This design comes from an exercise in tuning for small area, a short achievable clock period and few clock cycles on the open sky130 flow, not from production work. Function was checked by simulation only, so behaviour that the tests miss may differ from the original.

==> cedar <==
Design attn_top, start of the top module:
module attn_top (
  input  logic clk,
  input  logic reset_n,
  input  logic dut_valid,
  output logic dut_ready,
  output logic [16-1:0] sram_input_read_address,
  input  logic [32-1:0] sram_input_read_data,
  output logic [16-1:0] sram_weight_read_address,
  input  logic [32-1:0] sram_weight_read_data,
  output logic [16-1:0] sram_result_read_address,
  input  logic [32-1:0] sram_result_read_data,
  output logic                    sram_result_write_enable,
  output logic [16-1:0] sram_result_write_address,
  output logic [32-1:0] sram_result_write_data,
  output logic [16-1:0] sram_scratchpad_read_address,
  input  logic [32-1:0] sram_scratchpad_read_data,
  output logic                    sram_scratchpad_write_enable,
  output logic [16-1:0] sram_scratchpad_write_address,
  output logic [32-1:0] sram_scratchpad_write_data
);
  logic       dims_wait;    
  logic [6:0] n_dim, d_dim, e_dim;
  logic        running;
  logic [1:0]  pass;
  logic [5:0]  i_cnt, j_cnt, k_cnt;
  logic [12:0] a_addr, a_row;     
  logic [13:0] b_addr, b_start;   
  logic v1, f1, l1, s1, k1, q1, z1;
  logic v2, f2, l2, s2, k2, q2, z2;
  logic v3, f3, l3, k3, q3, z3;
  logic q4, z4;
  logic [31:0] op_a, op_b, acc;
  ...
clock: 16.0 ns
lec_check: 0
cap_margin: 20
core_margin: 2
core_utilization: 40
slew_margin: 20
standard.sh (not shown) runs the stock make flow with config.mk's settings and CLKGATE_MAP_FILE= SYNTH_SCRIPT=/design/flow/synth_recipe.tcl, a recipe that flattens the netlist after the stock synthesis.
==> flow/flow/run.sh <==
#!/bin/bash
set -euo pipefail
export BUFFER_PORTS_ARGS="-buffer_cell sky130_fd_sc_hd__buf_2"
export SETUP_SLACK_MARGIN=11.2
bash standard.sh > standard.log 2>&1
==> onyx (differences from cedar) <==
==> flow/run.sh (new file) <==
#!/bin/bash
# synth_recipe.tcl (not shown) runs the flow's synth.tcl, then flattens the netlist and writes it again
# the make line also repeats each setting of config.mk as NAME=value (left out here)
make -C /OpenROAD-flow-scripts/flow DESIGN_CONFIG=/design/flow/config.mk WORK_HOME=/design/flow/orfs CLKGATE_MAP_FILE= SYNTH_SCRIPT=/design/flow/synth_recipe.tcl finish
removed: flow/flow/run.sh
removed: flow/standard.sh
==> notes <==
Die area is the same in cedar and onyx.
Against onyx, the wire length of cedar is smaller by about 2.3%.
Between onyx and cedar, the lower cell area is in cedar (gap 4.0%, measured against cedar).
Of cedar and onyx, cedar has the higher sequential share of layout area (gap 0.94 points).
cedar finished clean. onyx completed with no timing, DRC or antenna violations.
Against onyx, the fmax of cedar is higher by 9.0%.
Worst setup slack: onyx is worse than cedar (0.41 ns).
In via count, onyx and cedar hardly differ.
==> figures <==
item	cedar	onyx
Met2 Wirelength	37770 um	38900 um
Share of cell area taken by multi-input logic gates	0.5723	0.5507
Met2 Resource Use GR	0.3615	0.3722
Fill cell total of the finished layout	6750	6570
Non-clock buffer count in the final layout	308	305
Achievable frequency	219.0 MHz	200.9 MHz
Endpoint with the worst hold slack	f3	l2
Register-to-Register Setup Slack	11.56 ns	11.21 ns
Cts bufs inserted	44	43
Clock network area share	0.05068	0.04609
Filler-free cell count of the finished design	3949	3943
Maximum number of pins on one net before global-route repair	91	96
Tightest slew margin relative to the limit	0.2138	0.2224
Dpl cell area	30630 um^2	32000 um^2
Outcome	timing/DRC/antenna clean	timing/DRC/antenna clean
Worst-case setup margin in the final layout	11.43 ns	11.02 ns
Testbench counts of cedar, summed over its fixed seeds: cycles 256,787.
Testbench counts of onyx, summed over its fixed seeds: cycles 256,787.


==> inputs of v29 <==
Another version of the RTL of attn_top (not shown whole).
Settings: LEC_CHECK=0, ABC_AREA=1, CAP_MARGIN=20, CORE_MARGIN=2, CORE_UTILIZATION=60, CTS_CLUSTER_DIAMETER=100, CTS_CLUSTER_SIZE=24, SLEW_MARGIN=20; clock period 16.0 ns.
==> flow/flow/run.sh <==
#!/bin/bash
set -euo pipefail
export BUFFER_PORTS_ARGS="-buffer_cell sky130_fd_sc_hd__buf_2"
export SETUP_SLACK_MARGIN=11.7
bash standard.sh > standard.log 2>&1
==> v16 (differences from v29) <==
==> flow/flow/run.sh (replaced) <==
#!/bin/bash
set -euo pipefail
export BUFFER_PORTS_ARGS="-buffer_cell sky130_fd_sc_hd__buf_1"
export SETUP_SLACK_MARGIN=11.7
bash standard.sh > standard.log 2>&1
==> flow/config.mk (replaced) <==
export PLATFORM = sky130hd
export DESIGN_NAME = attn_top
export DESIGN_NICKNAME = attn_top
export VERILOG_FILES = /design/flow/design.v
export SDC_FILE = /design/flow/constraint.sdc
export NUM_CORES = 4
export LEC_CHECK = 0
export ABC_AREA = 1
export CAP_MARGIN = 20
export CORE_MARGIN = 2
export CORE_UTILIZATION = 70
export CTS_CLUSTER_DIAMETER = 100
export CTS_CLUSTER_SIZE = 24
export SLEW_MARGIN = 20
==> v37 (differences from v29) <==
--- a/flow/design.v
+++ b/flow/design.v
@@ -1389,41 +1389,44 @@
   output logic [16-1:0] sram_scratchpad_write_address,
   output logic [32-1:0] sram_scratchpad_write_data
 );
   logic       busy;         
   logic       busy_nx;
   logic       dims_req;     
   logic       dims_wait;    
-  logic [5:0] n_m1, d_m1, e_m1;
+  logic [6:0] n_dim, d_dim, e_dim;
   logic        running;
   logic [1:0]  pass;
   logic [5:0]  i_cnt, j_cnt, k_cnt;
   logic [12:0] a_addr;            
   logic [13:0] b_addr, b_start;   
-  logic f1, f2, f3, s1;
-  logic w1, w2, w3;
-  logic k1, k2, k3;
-  logic z1, z2, z3, z4;
-  logic [2:0] qk_age;   
+  logic v1, f1, l1, s1, k1, q1, z1;
+  logic v2, f2, l2, s2, k2, q2, z2;
+  logic v3, f3, l3, k3, q3, z3;
+  logic q4, z4;
   logic [31:0] op_a, op_b, acc;
   logic        res_we, scr_we;
   logic [13:0] res_wa;
   logic [11:0] scr_wa;
   logic       is_s;
-  logic [5:0] lim_k, lim_j;
+  logic [6:0] len_k, len_j;
+  logic [6:0] k_nxt, j_nxt, i_nxt;
   logic       last_k, last_j, last_i;
   logic       stall, issue;
   assign is_s   = (pass == 2'd3);
-  assign lim_k  = is_s ? e_m1 : d_m1;
-  assign lim_j  = is_s ? n_m1 : e_m1;
-  assign last_k = (k_cnt == lim_k);
-  assign last_j = (j_cnt == lim_j);
-  assign last_i = (i_cnt == n_m1);
+  assign len_k  = is_s ? e_dim : d_dim;
+  assign len_j  = is_s ? n_dim : e_dim;
+  assign k_nxt  = {1'b0, k_cnt} + 7'd1;
+  assign j_nxt  = {1'b0, j_cnt} + 7'd1;
+  assign i_nxt  = {1'b0, i_cnt} + 7'd1;
+  assign last_k = (k_nxt == len_k);
+  assign last_j = (j_nxt == len_j);
+  assign last_i = (i_nxt == n_dim);
   assign stall = is_s && (i_cnt == 6'd0) && (j_cnt == 6'd0) && (k_cnt == 6'd0) &&
-                 (qk_age != 3'd4);
+                 (q1 || q2 || q3 || q4);
   assign issue = running && !stall;
   logic        running_nx;
   logic [1:0]  pass_nx;
   logic [5:0]  i_nx, j_nx, k_nx;
   logic [12:0] a_addr_nx;
   logic [13:0] b_addr_nx, b_start_nx;
   always_comb begin
@@ -1445,27 +1448,27 @@
       j_nx = 6'd0;
       k_nx = 6'd0;
       a_addr_nx = 13'd1;
       b_addr_nx = 14'd1;
       b_start_nx = 14'd1;
     end else if (issue) begin
       if (!last_k) begin
-        k_nx = k_cnt + 6'd1;
+        k_nx = k_nxt[5:0];
         a_addr_nx = a_addr + 13'd1;
         b_addr_nx = b_addr + 14'd1;
       end else begin
         k_nx = 6'd0;
         if (!last_j) begin
-          j_nx = j_cnt + 6'd1;
-          a_addr_nx = a_addr - {7'd0, lim_k};   
+          j_nx = j_nxt[5:0];
+          a_addr_nx = a_addr + 13'd1 - {6'd0, len_k};   
           b_addr_nx = b_addr + 14'd1;
         end else begin
           j_nx = 6'd0;
           if (!last_i) begin
-            i_nx = i_cnt + 6'd1;
+            i_nx = i_nxt[5:0];
             a_addr_nx = a_addr + 13'd1;
             b_addr_nx = b_start;
           end else begin
             i_nx = 6'd0;
             pass_nx = pass + 2'd1;
             if (pass[1] == 1'b0) begin
               a_addr_nx = 13'd1;
@@ -1484,59 +1487,56 @@
   end
   always_ff @(posedge clk or negedge reset_n) begin
     if (!reset_n) begin
       busy <= 1'b0;
       dims_req <= 1'b0;
       dims_wait <= 1'b0;
       running <= 1'b0;
-      {w1, w2, w3} <= '0;
-      {k1, k2, k3} <= '0;
-      {z1, z2, z3, z4} <= '0;
-      qk_age <= 3'd4;
+      {v1, k1, q1, z1} <= '0;
+      {v2, k2, q2, z2} <= '0;
+      {v3, k3, q3, z3} <= '0;
+      {q4, z4} <= '0;
     end else begin
       busy <= busy_nx;
       dims_req <= dut_ready && dut_valid;
       dims_wait <= dims_req;
       running <= running_nx;
-      w1 <= issue && last_k;
-      k1 <= issue && last_k && (pass == 2'd1);
+      v1 <= issue;
+      k1 <= issue && (pass == 2'd1);
+      q1 <= issue && !pass[1];
       z1 <= issue && is_s && last_k && last_j && last_i;
-      {w2, k2, z2} <= {w1, k1, z1};
-      {w3, k3, z3} <= {w2, k2, z2};
-      z4 <= z3;
-      if (issue && !pass[1]) begin
-        qk_age <= 3'd0;
-      end else if (qk_age != 3'd4) begin
-        qk_age <= qk_age + 3'd1;
-      end
+      {v2, k2, q2, z2} <= {v1, k1, q1, z1};
+      {v3, k3, q3, z3} <= {v2, k2, q2, z2};
+      {q4, z4} <= {q3, z3};
     end
   end
   assign busy_nx = (busy && !z4) || (dut_ready && dut_valid);
   always_ff @(posedge clk) begin
     dut_ready <= !busy_nx;
-    res_we <= w3;
-    scr_we <= k3;
+    res_we <= v3 && l3;
+    scr_we <= v3 && l3 && k3;
   end
   always_ff @(posedge clk) begin
     a_addr <= a_addr_nx;
     b_addr <= b_addr_nx;
     if (dims_wait) begin
-      n_m1 <= sram_input_read_data[21:16] - 6'd1;
-      d_m1 <= sram_input_read_data[5:0] - 6'd1;
-      e_m1 <= sram_weight_read_data[5:0] - 6'd1;
+      n_dim <= sram_input_read_data[16 +: 7];
+      d_dim <= sram_input_read_data[6:0];
+      e_dim <= sram_weight_read_data[6:0];
     end
     pass <= pass_nx;
     i_cnt <= i_nx;
     j_cnt <= j_nx;
     k_cnt <= k_nx;
     b_start <= b_start_nx;
     f1 <= (k_cnt == 6'd0);
+    l1 <= last_k;
     s1 <= is_s;
-    f2 <= f1;
-    f3 <= f2;
+    {f2, l2, s2} <= {f1, l1, s1};
+    {f3, l3} <= {f2, l2};
     res_wa <= dims_wait ? 14'd0 : res_wa + {13'd0, res_we};
     scr_wa <= dims_wait ? 12'd0 : scr_wa + {11'd0, scr_we};
   end
   always_ff @(posedge clk) begin
     op_a <= s1 ? sram_result_read_data : sram_input_read_data;
     op_b <= s1 ? sram_scratchpad_read_data : sram_weight_read_data;
   end
==> flow/flow/run.sh (replaced) <==
#!/bin/bash
set -euo pipefail
export BUFFER_PORTS_ARGS="-buffer_cell sky130_fd_sc_hd__buf_1"
export SETUP_SLACK_MARGIN=11.8
bash standard.sh > standard.log 2>&1
==> impl.org <==
** Outcome
- Result of the run :: finished clean

** Detailed routing
- Detailed routing inserted a total of 20639 vias.
- For this block, wires on met1 add up to 29800 um.
- Dividing the detail-routed wire length by the instance count gives approximately 19 um.

** Hold path
- The startpoint identified for the worst hold timing path is f2$_DFF_P_.

** Setup path
- The worst register-to-register path begins at op_b[1]$_DFF_P_.
- Along the worst path, the maximum fanout reaches 4.

** STA
- Between clock sinks in the finished design, the worst skew comes to around 0.032 ns.
- The final critical path takes up 26.7% of the cycle.

** Yosys
- Synthesized-area fraction occupied by xor and xnor cells :: 11.8%
# the run above: v37

==> impl.org <==
** Yosys
- The synthesized netlist devotes 10.8% of its cell area to compound gates.
- Summing the areas of all xor and xnor instances in the mapped netlist gives approximately 12% of the synthesized area.

** Die
- The initial utilization of the core area, before any placement, comes to 60.7%.

** Detailed routing
- The final route contains around 21000 vias.
- In the final routed layout, each cell accounts on average for between 15 and 20 um.

** Clock tree
- After clock tree synthesis, the clock-pin slew on the worst setup and hold paths is approximately 0.10 ns.

** STA
- Dividing the final minimum period by the clock period gives roughly a quarter.

** Final layout
- End-of-flow core utilization :: 65.6%

** Setup path
- The startpoint identified for the worst register-to-register timing path is op_b[19]$_DFF_P_.

** Outcome
- Result of the run :: finished clean

** Hold path
- Hold path start :: f2$_DFF_P_
# the run above: v29

==> impl.org <==
** Outcome
- Result of the run :: finished clean

** Detailed routing
- Mean routed wirelength per cell :: between 15 and 20 um
- The final route contains 21030 vias.
- The detailed router put a total of between 20000 and 30000 um of wire on met1.

** Setup path
- In this run the worst path has a maximum fanout of 3.
- In this run the critical register-to-register path is launched from op_b[21]$_DFF_P_.

** Hold path
- The startpoint identified for the worst hold timing path is f1$_DFF_P_.

** Yosys
- After synthesis, the largest family of logic cells by area is adder cells.
- Of the total synthesized cell area, the portion taken by XOR and XNOR cells is around an eighth.

** STA
- Measured against its own limit, the worst slew margin works out to between 30% and 40%.
- Across the routed clock network, the largest skew measured is between 0.04 and 0.05 ns.
- Final clock period utilization by the worst path :: a little over a quarter

** Final layout
- Count of clock buffers in the final design :: 28

** Global route
- Entering global routing, the biggest net connects 72 pins.

** Clock tree
- CTS tree :: done
# the run above: v16

Testbench counts of v29, summed over its fixed seeds: cycles 256,851.
Testbench counts of v16, summed over its fixed seeds: cycles 256,851.
Testbench counts of v37, summed over its fixed seeds: cycles 256,851.

==> static timing again, ports no longer ideal <==
How much do the figures lean on ideal ports? The routed layouts below were timed once more, with nothing changed but the port constraints.
Step 1: set_driving_cell puts a clkbuf_16 on clk and a buf_2 on each other input, an assumption about the parent block.
Step 2 moves the port delays by t, midway between the first and last clock arrival at a register: inputs arrive t later, outputs are due t later. That takes back most of the time a late clock gives input paths.
a / b / c = no drivers / after step 1 / after step 2; a / b = the first two.
| run | t, ns | setup WS [ns] | worst setup path at the end | pins driven straight from the clock port |
|---|---|---|---|---|
| cedar | 0.657 | 11.435 / 11.369 / 11.332 | input, reset recovery | 1 |
| onyx | 0.666 | 11.023 / 10.962 / 11.205 | register to register | 1 |
| v29 | 0.595 | 11.723 / 11.667 / 11.339 | input to register | 1 |
| v16 | 0.591 | 11.711 / 11.652 / 11.343 | input to register | 1 |
| v37 | 0.592 | 11.729 / 11.669 / 11.367 | input to register | 1 |
After both steps setup and hold are still met in every run listed. For v29, which loses most, drivers alone change the setup slack by -0.056 ns; drivers and shift together by -0.384 ns. Setup slack includes reset recovery checks.
